This is an optimization exercise on Yosys and OpenROAD, whose aim is a short achievable clock period and few clock cycles, not a production implementation.
In this exercise RTL edits were held to simulation tests only and were not proved equivalent to the original.
Power figures rest on the tool's default switching activity, not on a simulated workload.

`flow/design.v`:
```
`timescale 1ns/1ps
package mips_pkg;
    typedef logic [31:0] word_t;
    typedef logic [4:0]  reg_idx_t;
    typedef enum logic [3:0] {
        ALU_ADD,
        ALU_SUB,
        ALU_AND,
        ALU_OR,
        ALU_XOR,
        ALU_NOR,
        ALU_SLT,
        ALU_SLTU,
        ALU_SLL,
        ALU_SRL,
        ALU_SRA,
        ALU_LUI
    } alu_op_t;
    localparam word_t RESET_VECTOR = 32'h0000_0004;
    localparam int MEM_WORDS       = 64;
    localparam int MEM_INDEX_BITS  = $clog2(MEM_WORDS);
    localparam int LOAD_ADDR_BITS  = 8;     
    localparam int RAM_WAIT_CYCLES = 1;     
    localparam int WAIT_CNT_BITS   = $clog2(RAM_WAIT_CYCLES + 1);
    localparam logic [5:0] OP_SPECIAL = 6'h00;
    localparam logic [5:0] OP_BEQ     = 6'h04;
    localparam logic [5:0] OP_BNE     = 6'h05;
    localparam logic [5:0] OP_ADDIU   = 6'h09;
    localparam logic [5:0] OP_SLTI    = 6'h0A;
    localparam logic [5:0] OP_SLTIU   = 6'h0B;
    localparam logic [5:0] OP_ANDI    = 6'h0C;
    localparam logic [5:0] OP_ORI     = 6'h0D;
    localparam logic [5:0] OP_XORI    = 6'h0E;
    localparam logic [5:0] OP_LUI     = 6'h0F;
    localparam logic [5:0] OP_LW      = 6'h23;
    localparam logic [5:0] OP_SW      = 6'h2B;
    localparam logic [5:0] FN_SLL  = 6'h00;
    localparam logic [5:0] FN_SRL  = 6'h02;
    localparam logic [5:0] FN_SRA  = 6'h03;
    localparam logic [5:0] FN_JR   = 6'h08;
    localparam logic [5:0] FN_ADDU = 6'h21;
    localparam logic [5:0] FN_SUBU = 6'h23;
    localparam logic [5:0] FN_AND  = 6'h24;
    localparam logic [5:0] FN_OR   = 6'h25;
    localparam logic [5:0] FN_XOR  = 6'h26;
    localparam logic [5:0] FN_SLT  = 6'h2A;
    localparam logic [5:0] FN_SLTU = 6'h2B;
endpackage
`timescale 1ns/1ps
module mips_regfile
(
    input  logic     clk,
    input  logic     reset,
    input  mips_pkg::reg_idx_t rs_idx,
    input  mips_pkg::reg_idx_t rt_idx,
    output mips_pkg::word_t    rs_data,
    output mips_pkg::word_t    rt_data,
    input  logic     wr_en,
    input  mips_pkg::reg_idx_t wr_idx,
    input  mips_pkg::word_t    wr_data,
    output mips_pkg::word_t    v0
);
    mips_pkg::word_t regs [1:31];
    always_ff @(posedge clk) begin
        if (reset) begin
            for (int i = 1; i < 32; i++) begin
                regs[i] <= '0;
            end
        end else if (wr_en && wr_idx != '0) begin
            regs[wr_idx] <= wr_data;
        end
    end
    assign rs_data = (rs_idx == '0) ? '0 : regs[rs_idx];
    assign rt_data = (rt_idx == '0) ? '0 : regs[rt_idx];
    assign v0 = regs[2];
endmodule
`timescale 1ns/1ps
module mips_alu
(
    input  mips_pkg::alu_op_t    op,
    input  mips_pkg::word_t      a,
    input  mips_pkg::word_t      b,
    input  logic [4:0] shamt,
    output mips_pkg::word_t      result,
    output logic       zero
);
    logic lt_signed;
    logic lt_unsigned;
    assign lt_signed   = $signed(a) < $signed(b);
    assign lt_unsigned = a < b;
    always_comb begin
        case (op)
            mips_pkg::ALU_ADD: begin
                result = a + b;
            end
            mips_pkg::ALU_SUB: begin
                result = a - b;     
            end
            mips_pkg::ALU_AND: begin
                result = a & b;
            end
            mips_pkg::ALU_OR: begin
                result = a | b;
            end
            mips_pkg::ALU_XOR: begin
                result = a ^ b;
            end
            mips_pkg::ALU_NOR: begin
                result = ~(a | b);
            end
            mips_pkg::ALU_SLT: begin
                result = {31'b0, lt_signed};
            end
            mips_pkg::ALU_SLTU: begin
                result = {31'b0, lt_unsigned};
            end
            mips_pkg::ALU_SLL: begin
                result = b << shamt;
            end
            mips_pkg::ALU_SRL: begin
                result = b >> shamt;
            end
            mips_pkg::ALU_SRA: begin
                result = mips_pkg::word_t'($signed(b) >>> shamt);
            end
            mips_pkg::ALU_LUI: begin
                result = {b[15:0], 16'h0000};
            end
            default: begin
                result = '0;
            end
        endcase
    end
    assign zero = (result == '0);
endmodule
`timescale 1ns/1ps
module mips_decoder
(
    input  mips_pkg::word_t   instr,
    output mips_pkg::alu_op_t alu_op,
    output logic    use_imm,
    output logic    imm_signed,
    output logic    reg_write,
    output logic    dest_rt,
    output logic    mem_read,
    output logic    mem_write,
    output logic    is_branch,
    output logic    branch_ne,
    output logic    is_jr
);
    logic [5:0] opcode;
    logic [5:0] funct;
    assign opcode = instr[31:26];
    assign funct  = instr[5:0];
    always_comb begin
        alu_op     = mips_pkg::ALU_ADD;
        use_imm    = 1'b0;
        imm_signed = 1'b1;
        reg_write  = 1'b0;
        dest_rt    = 1'b0;
        mem_read   = 1'b0;
        mem_write  = 1'b0;
        is_branch  = 1'b0;
        branch_ne  = 1'b0;
        is_jr      = 1'b0;
        if (opcode == mips_pkg::OP_SPECIAL) begin
            reg_write = 1'b1;     
            case (funct)
                mips_pkg::FN_ADDU: alu_op = mips_pkg::ALU_ADD;
                mips_pkg::FN_SUBU: alu_op = mips_pkg::ALU_SUB;
                mips_pkg::FN_AND:  alu_op = mips_pkg::ALU_AND;
                mips_pkg::FN_OR:   alu_op = mips_pkg::ALU_OR;
                mips_pkg::FN_XOR:  alu_op = mips_pkg::ALU_XOR;
                mips_pkg::FN_SLT:  alu_op = mips_pkg::ALU_SLT;
                mips_pkg::FN_SLTU: alu_op = mips_pkg::ALU_SLTU;
                mips_pkg::FN_SLL:  alu_op = mips_pkg::ALU_SLL;
                mips_pkg::FN_SRL:  alu_op = mips_pkg::ALU_SRL;
                mips_pkg::FN_SRA:  alu_op = mips_pkg::ALU_SRA;
                mips_pkg::FN_JR: begin
                    reg_write = 1'b0;
                    is_jr     = 1'b1;
                end
                default: reg_write = 1'b0;
            endcase
        end else begin
            use_imm = 1'b1;
            dest_rt = 1'b1;
            case (opcode)
                mips_pkg::OP_ADDIU: begin alu_op = mips_pkg::ALU_ADD;  reg_write = 1'b1; end
                mips_pkg::OP_SLTI:  begin alu_op = mips_pkg::ALU_SLT;  reg_write = 1'b1; end
                mips_pkg::OP_SLTIU: begin alu_op = mips_pkg::ALU_SLTU; reg_write = 1'b1; end
                mips_pkg::OP_ANDI:  begin alu_op = mips_pkg::ALU_AND;  reg_write = 1'b1; imm_signed = 1'b0; end
                mips_pkg::OP_ORI:   begin alu_op = mips_pkg::ALU_OR;   reg_write = 1'b1; imm_signed = 1'b0; end
                mips_pkg::OP_XORI:  begin alu_op = mips_pkg::ALU_XOR;  reg_write = 1'b1; imm_signed = 1'b0; end
                mips_pkg::OP_LUI:   begin alu_op = mips_pkg::ALU_LUI;  reg_write = 1'b1; end
                mips_pkg::OP_LW:    begin mem_read = 1'b1;   reg_write = 1'b1; end
                mips_pkg::OP_SW:    mem_write = 1'b1;
                mips_pkg::OP_BEQ, mips_pkg::OP_BNE: begin
                    alu_op    = mips_pkg::ALU_SUB;
                    use_imm   = 1'b0;
                    is_branch = 1'b1;
                    branch_ne = (opcode == mips_pkg::OP_BNE);
                end
                default: begin
                    use_imm = 1'b0;
                    dest_rt = 1'b0;
                end
            endcase
        end
    end
endmodule
`timescale 1ns/1ps
module mips_cpu
(
    input  logic       clk,
    input  logic       reset,
    output logic       active,
    output mips_pkg::word_t      register_v0,
    output mips_pkg::word_t      address,
    output logic       read,
    output logic       write,
    input  logic       waitrequest,
    output mips_pkg::word_t      writedata,
    output logic [3:0] byteenable,
    input  mips_pkg::word_t      readdata
);
    typedef enum logic [2:0] {
        ST_IDLE,
        ST_FETCH,
        ST_EXECUTE,
        ST_MEMORY,
        ST_WRITEBACK,
        ST_HALTED
    } state_t;
    state_t state;
    mips_pkg::word_t  pc;
    mips_pkg::word_t  ir;
    mips_pkg::word_t  alu_q;              
    mips_pkg::word_t  mem_q;
    mips_pkg::word_t  pending_target;
    logic   delay_pending;      
    logic   halt_q;
    mips_pkg::alu_op_t alu_op;
    logic    use_imm, imm_signed, reg_write, dest_rt;
    logic    mem_read, mem_write, is_branch, branch_ne, is_jr;
    mips_pkg::word_t    rs_data, rt_data, imm_ext, alu_b, alu_result;
    mips_pkg::word_t    branch_target, next_pc, rf_wr_data;
    logic     alu_zero, branch_taken, rf_wr_en;
    mips_pkg::reg_idx_t wr_idx;
    mips_decoder decoder_i (
        .instr(ir), .alu_op(alu_op), .use_imm(use_imm), .imm_signed(imm_signed),
        .reg_write(reg_write), .dest_rt(dest_rt), .mem_read(mem_read),
        .mem_write(mem_write), .is_branch(is_branch), .branch_ne(branch_ne),
        .is_jr(is_jr)
    );
    mips_regfile regfile_i (
        .clk(clk), .reset(reset), .rs_idx(ir[25:21]), .rt_idx(ir[20:16]),
        .rs_data(rs_data), .rt_data(rt_data), .wr_en(rf_wr_en), .wr_idx(wr_idx),
        .wr_data(rf_wr_data), .v0(register_v0)
    );
    mips_alu alu_i (
        .op(alu_op), .a(rs_data), .b(alu_b), .shamt(ir[10:6]),
        .result(alu_result), .zero(alu_zero)
    );
    assign imm_ext = imm_signed ? {{16{ir[15]}}, ir[15:0]} : {16'h0000, ir[15:0]};
    assign alu_b   = use_imm ? imm_ext : rt_data;
    assign branch_taken  = (is_branch && (alu_zero != branch_ne)) || is_jr;
    assign branch_target = is_jr ? rs_data : pc + 32'd4 + {imm_ext[29:0], 2'b00};
    assign next_pc       = delay_pending ? pending_target : pc + 32'd4;
    assign wr_idx     = dest_rt ? ir[20:16] : ir[15:11];
    assign rf_wr_en   = (state == ST_WRITEBACK) && reg_write;
    assign rf_wr_data = mem_read ? mem_q : alu_q;
    assign read       = (state == ST_FETCH) || ((state == ST_MEMORY) && mem_read);
    assign write      = (state == ST_MEMORY) && mem_write;
    assign address    = (state == ST_FETCH) ? pc : alu_q;
    assign writedata  = rt_data;
    assign byteenable = 4'b1111;
    always_ff @(posedge clk) begin
        if (reset) begin
            state          <= ST_IDLE;
            pc             <= mips_pkg::RESET_VECTOR;
            ir             <= '0;
            active         <= 1'b0;
            delay_pending  <= 1'b0;
            pending_target <= '0;
            halt_q         <= 1'b0;
        end else begin
            case (state)
                ST_IDLE: begin
                    active <= 1'b1;
                    state  <= ST_FETCH;
                end
                ST_FETCH: begin
                    if (!waitrequest) begin
                        ir    <= readdata;
                        state <= ST_EXECUTE;
                    end
                end
                ST_EXECUTE: begin
                    pc            <= next_pc;
                    halt_q        <= delay_pending && (pending_target == '0);
                    delay_pending <= branch_taken;
                    if (branch_taken) begin
                        pending_target <= branch_target;
                    end
                    state <= (mem_read || mem_write) ? ST_MEMORY : ST_WRITEBACK;
                end
                ST_MEMORY: begin
                    if (!waitrequest) begin
                        state <= ST_WRITEBACK;
                    end
                end
                ST_WRITEBACK: begin
                    if (halt_q) begin
                        active <= 1'b0;
                        state  <= ST_HALTED;
                    end else begin
                        state <= ST_FETCH;
                    end
                end
                ST_HALTED: state <= ST_HALTED;
                default:   state <= ST_IDLE;
            endcase
        end
    end
    always_ff @(posedge clk) begin
        if (state == ST_EXECUTE) begin
            alu_q <= alu_result;
        end
        if (state == ST_MEMORY && !waitrequest) begin
            mem_q <= readdata;     
        end
    end
endmodule
`timescale 1ns/1ps
module avalon_ram
(
    input  logic                      clk,
    input  logic                      reset,
    input  mips_pkg::word_t                     address,
    input  logic                      read,
    input  logic                      write,
    output logic                      waitrequest,
    input  mips_pkg::word_t                     writedata,
    input  logic [3:0]                byteenable,
    output mips_pkg::word_t                     readdata,
    input  logic                      load_en,
    input  logic [mips_pkg::LOAD_ADDR_BITS-1:0] load_addr,
    input  mips_pkg::word_t                     load_data
);
    mips_pkg::word_t                     mem [mips_pkg::MEM_WORDS];
    logic [mips_pkg::MEM_INDEX_BITS-1:0] bus_idx;
    logic [mips_pkg::MEM_INDEX_BITS-1:0] load_idx;
    logic [mips_pkg::WAIT_CNT_BITS-1:0]  wait_cnt;
    logic                      done;
    assign bus_idx  = address[mips_pkg::MEM_INDEX_BITS+1:2];
    assign load_idx = load_addr[mips_pkg::MEM_INDEX_BITS+1:2];
    assign done        = (read || write) && (wait_cnt == mips_pkg::WAIT_CNT_BITS'(mips_pkg::RAM_WAIT_CYCLES));
    assign waitrequest = !done;
    always_ff @(posedge clk) begin
        if (reset) begin
            wait_cnt <= '0;
        end else if (done) begin
            wait_cnt <= '0;
        end else if (read || write) begin
            wait_cnt <= wait_cnt + 1'b1;
        end
    end
    always_ff @(posedge clk) begin
        if (load_en) begin
            mem[load_idx] <= load_data;     
        end else if (write && done) begin
            for (int i = 0; i < 4; i++) begin
                if (byteenable[i]) begin
                    mem[bus_idx][8*i +: 8] <= writedata[8*i +: 8];
                end
            end
        end
    end
    always_ff @(posedge clk) begin
        if (read) begin
            readdata <= mem[bus_idx];
        end
    end
endmodule
`timescale 1ns/1ps
module mips_system
(
    input  logic                      clk,
    input  logic                      reset,
    input  logic                      load_en,
    input  logic [mips_pkg::LOAD_ADDR_BITS-1:0] load_addr,
    input  mips_pkg::word_t                     load_data,
    output logic                      active,
    output mips_pkg::word_t                     register_v0
);
    mips_pkg::word_t      address;
    logic       read;
    logic       write;
    logic       waitrequest;
    mips_pkg::word_t      writedata;
    logic [3:0] byteenable;
    mips_pkg::word_t      readdata;
    mips_cpu mips_cpu_i (
        .clk(clk), .reset(reset), .active(active), .register_v0(register_v0),
        .address(address), .read(read), .write(write), .waitrequest(waitrequest),
        .writedata(writedata), .byteenable(byteenable), .readdata(readdata)
    );
    avalon_ram avalon_ram_i (
        .clk(clk), .reset(reset), .address(address), .read(read), .write(write),
        .waitrequest(waitrequest), .writedata(writedata), .byteenable(byteenable),
        .readdata(readdata), .load_en(load_en), .load_addr(load_addr),
        .load_data(load_data)
    );
endmodule
```
`flow/run.sh`:
```
#!/bin/bash
# synth_recipe.tcl (not shown) runs the flow's synth.tcl, then flattens the netlist and writes it again
# the make line also repeats each setting of config.mk as NAME=value (left out here)
make -C /OpenROAD-flow-scripts/flow DESIGN_CONFIG=/design/flow/config.mk WORK_HOME=/design/flow/orfs CLKGATE_MAP_FILE= SYNTH_SCRIPT=/design/flow/synth_recipe.tcl finish
```
`flow/config.mk`:
```
export PLATFORM = sky130hd
export DESIGN_NAME = mips_system
export DESIGN_NICKNAME = mips_system
export VERILOG_FILES = /design/flow/design.v
export SDC_FILE = /design/flow/constraint.sdc
export NUM_CORES = 4
export LEC_CHECK = 0
export CAP_MARGIN = 20
export CORE_MARGIN = 2
export CORE_UTILIZATION = 40
export SLEW_MARGIN = 20
```
`flow/constraint.sdc`:
```
create_clock -name core_clock -period 10.0 [get_ports {clk}]
set_input_delay 2.0000 -clock core_clock [delete_from_list [all_inputs] [get_ports {clk}]]
set_output_delay 2.0000 -clock core_clock [all_outputs]
set_load 0.01 [all_outputs]
```
==> impl_metrics.env <==
export IMPL_status="timing/DRC/antenna clean"
export IMPL_tightest_slew_ns=1.24
export IMPL_area_growth_pct=13.5
export IMPL_fmax_mhz=110
export IMPL_synth_edf_count=3168
export IMPL_ios=76
export IMPL_wire_per_inst_um=33.3
export IMPL_instances_no_fill=15400
export IMPL_fin_crit_sh=0.906
export IMPL_nets=10200
export IMPL_synth_cell_types=99
export IMPL_hold_class="reg2reg"
export IMPL_start_util=0.401
export IMPL_leakage_nw=56.4
export IMPL_max_cap_violations=0
export IMPL_clock_latency_ns=0.95
export IMPL_syn_avg_cell_area_sq_um=15.2
export IMPL_cts_hold_fix_buffers=0
export IMPL_grt_pass1_wl_mm=714
export IMPL_synth_top_family_by_area="multiplexers"
export IMPL_cts_tree="built"
export IMPL_layout_drive_gt1_share=0.212
export IMPL_end_kind="flip-flop"
export IMPL_synth_main_ff_cell="edfxtp_1"
export IMPL_track_usage=0.261
export IMPL_finalInstanceArea_sq_mm=0.172
export IMPL_layout_commonest_cell="edfxtp_1"
export IMPL_overflow=0
export IMPL_hold_violations=0
export IMPL_final_cell_mix="edfxtp_1 (3,168), nor2_1 (1,287), mux4_2 (972)"
export IMPL_rsz0062_at_grt="false"
export IMPL_async_flop_share=0
export IMPL_fp_dieH_um=620
export IMPL_dpl_cell_area_sq_mm=0.161
export IMPL_cts_resized=0
export IMPL_synthCells=9964
export IMPL_detail_route_antenna_nets=0
export IMPL_port_buffers=73
export IMPL_start_kind="flip-flop"
export IMPL_setup_worst_path_class="reg2reg"
export IMPL_cts_setup_buffers=0
export IMPL_fp_dieW_um=620
export IMPL_ir_worst_vdd_v=0.000184
export IMPL_cts_max_level=5
export IMPL_grt_max_degree=104
export IMPL_finalSetupTns_ns=0
export IMPL_cts_sinks=3281
export IMPL_wl_mm=512
export IMPL_grt_pass1_vias=94500
export IMPL_first_pass_iters=8
export IMPL_routabilityCongestion=1.01
export IMPL_pwr_density_cell_mw_per_mm2=199
export IMPL_core_area_sq_mm=0.378
export IMPL_dpl_hpwl_mm=318
export IMPL_path_max_fanout=21
export IMPL_synth_compound_area_frac=0.0671
export IMPL_placed_cells=14700
export IMPL_finClkSkew_ns=0.0693
export IMPL_synthAdderAreaFrac=0.0114
export IMPL_drc=0
export IMPL_via_per_inst=6.24
export IMPL_period_minus_slack_ns=9.06
export IMPL_syn_cell_area_sq_mm=0.152
export IMPL_clockBufferDepth=4
export IMPL_cts_buffers_inserted=349
export IMPL_synthXorXnorAreaFrac=0.00450
export IMPL_cts_root_buffer="clkbuf_16"
export IMPL_slew_violations=0
export IMPL_synth_simple_area_share=0.0733
export IMPL_yosysSeqAreaShare=0.641
export IMPL_drtIter0Drc=12500
export IMPL_slew_headroom=0.167
export IMPL_dieArea_sq_mm=0.384
export IMPL_setup_violations=0
export IMPL_ys_ff_latch=3281
export IMPL_vias=96000
export IMPL_yosysWarnings=5
export IMPL_worstPathRequired_ns=10.80
export IMPL_antenna_found_initial=29
export IMPL_synthMuxAreaShare=0.176
export IMPL_worstPathArrival_ns=9.86
export IMPL_rows=226
export IMPL_clk_pin_slew_ns=0.06
export IMPL_final_core_util=0.455
## worst max-delay path, stage by stage, from the launching register on
cell	delay [ns]
dfxtp_2	0.95
buf_4	0.30
nand3b_1	0.46
o221ai_1	0.28
nor4_2	0.81
nand2_1	0.13
nand2_1	0.32
clkinv_1	0.16
ha_1	0.48
or3b_2	0.19
a31oi_1	0.12
o311ai_0	0.84
a21oi_1	0.22
a221o_1	0.46
a211o_1	0.30
and2_1	0.18
o21a_1	0.18
o21ai_0	0.39
o211ai_1	0.22
nor4_1	0.27
nand4b_1	0.27
nor3_2	0.28
nand2_1	0.14
a221oi_4	0.34
buf_4	0.29
mux2_2	0.36
## kinds of logic (layout without fill, tap and decap cells)
group / count (synthesis) / in the layout
mux: 1428 / 1428
xor+xnor: 78 / 78
buf+inv: 955 / 1305
compound gates: 1501 / 1501
flops: 3281 / 3281
other cells: 1 / 44
fa+ha+maj: 137 / 137
simple gates: 2583 / 2583
## routing by layer
| layer | track usage | wire (um) | vias up |
|---|---|---|---|
| met1 | 0.341 | 191000 | 49900 |
| met4 | 0.159 | 36600 | 8 |
| met5 | 0 | 43 | - |
| met2 | 0.409 | 236000 | 5599 |
| met3 | 0.0469 | 48300 | 1125 |
| li1 | - | - | 39300 |
## state kept, by name, indices dropped and copies added, names as in the netlist, 3 cells and up, named ones only
name,count
mips_cpu_i.alu_q,32
mips_cpu_i.state,3
avalon_ram_i.readdata,32
avalon_ram_i.mem,2048
mips_cpu_i.mem_q,32
mips_cpu_i.pc,32
mips_cpu_i.ir,32
mips_cpu_i.pending_target,32
mips_cpu_i.regfile_i.regs,1024
## cell usage after synthesis, drive strengths merged, types with 35 or more instances
master	number	area (sq um)
mux4	980	22100
nand2	632	2370
and2	149	932
nor3	69	365
and3	37	231
nor2b	53	332
nand3	84	425
mux2	71	875
inv	162	608
clkbuf	573	2150
a22oi	148	1110
mux2i	377	3790
buf	217	1170
o22ai	37	231
xnor2	49	429
ha	134	1680
o21ai	188	948
a31oi	101	632
o211ai	48	360
nor2	1356	5090
nand2b	71	444
a311oi	69	604
a211oi	217	1630
dfxtp	113	2260
nor4	35	219
edfxtp	3168	95100
a21oi	367	1840
## metrics by stage
stage / total power, W / worst slack, ns / hold WS (ns)
after floorplan: 0.0192 / 2.01 / 0.426
after global placement: 0.0216 / 1.29 / 0.438
after detailed placement: 0.0217 / 1.27 / 0.439
after CTS: 0.0342 / 1.23 / 0.419
after global routing: 0.0351 / 0.857 / 0.436
final: 0.0342 / 0.936 / 0.430
## area by class of cell
| cell class | count | area [sq um] |
|---|---|---|
| diodes | 12 | 30.0 |
| clock buffers | 448 | 9230 |
| clock inverters | 179 | 1740 |
| fillers | 32700 | 206000 |
| inverters | 165 | 619 |
| multi-input cells | 5759 | 52200 |
| flip-flops and latches | 3281 | 97400 |
| well taps | 5016 | 6280 |
| repair buffers | 513 | 4770 |
## worst paths after layout
path	startpoint	end	slack, ns	cells past startpoint
max	flip-flop	mips_cpu_i.pending_target[31]	0.94	25
min	avalon_ram_i.readdata[8]	mips_cpu_i.mem_q[8]	0.43	0
max reg2reg	flip-flop	mips_cpu_i.pending_target[31]	0.94	25
min reg2reg	avalon_ram_i.readdata[8]	mips_cpu_i.mem_q[8]	0.43	0
## report_power, final
group | leakage (nW) | switching, W | total, W | internal (W)
clock network | 5.32 | 0.00547 | 0.0126 | 0.00718
logic | 20.2 | 0.00400 | 0.00604 | 0.00205
registers | 30.8 | 0.000193 | 0.0156 | 0.0154
Testbench counts, summed over its fixed seeds: cycles 64,754.

## port drivers added, routing unchanged
In the flow no input, the clock included, has a driving cell. The finished layout below was timed again as built, in two steps.
Step 1 (the two cells are an assumption about what drives the block):
set clk [get_ports {clk}]
set_driving_cell -lib_cell sky130_fd_sc_hd__clkbuf_16 $clk
set_driving_cell -lib_cell sky130_fd_sc_hd__buf_2 [delete_from_list [all_inputs] $clk]
Step 2 adds t to the input delays and takes it off the output delays; t is the mean of the earliest and latest rising clock arrival at the registers after step 1. Input paths then give back, and output paths get back, about the clock's delay inside the block.
a / b / c = ideal ports / drivers / drivers and shift; a / b = the first two.
t (ns): 1.018
slack for setup (ns): 0.936 / 0.936 / 0.936
worst setup path after step 2: register to register
latest minus earliest clock arrival (ns): 0.073 / 0.072
After both steps setup and hold are still met in this run. The setup slack of this run moves by 0.000 ns with the drivers and by 0.000 ns with both steps.
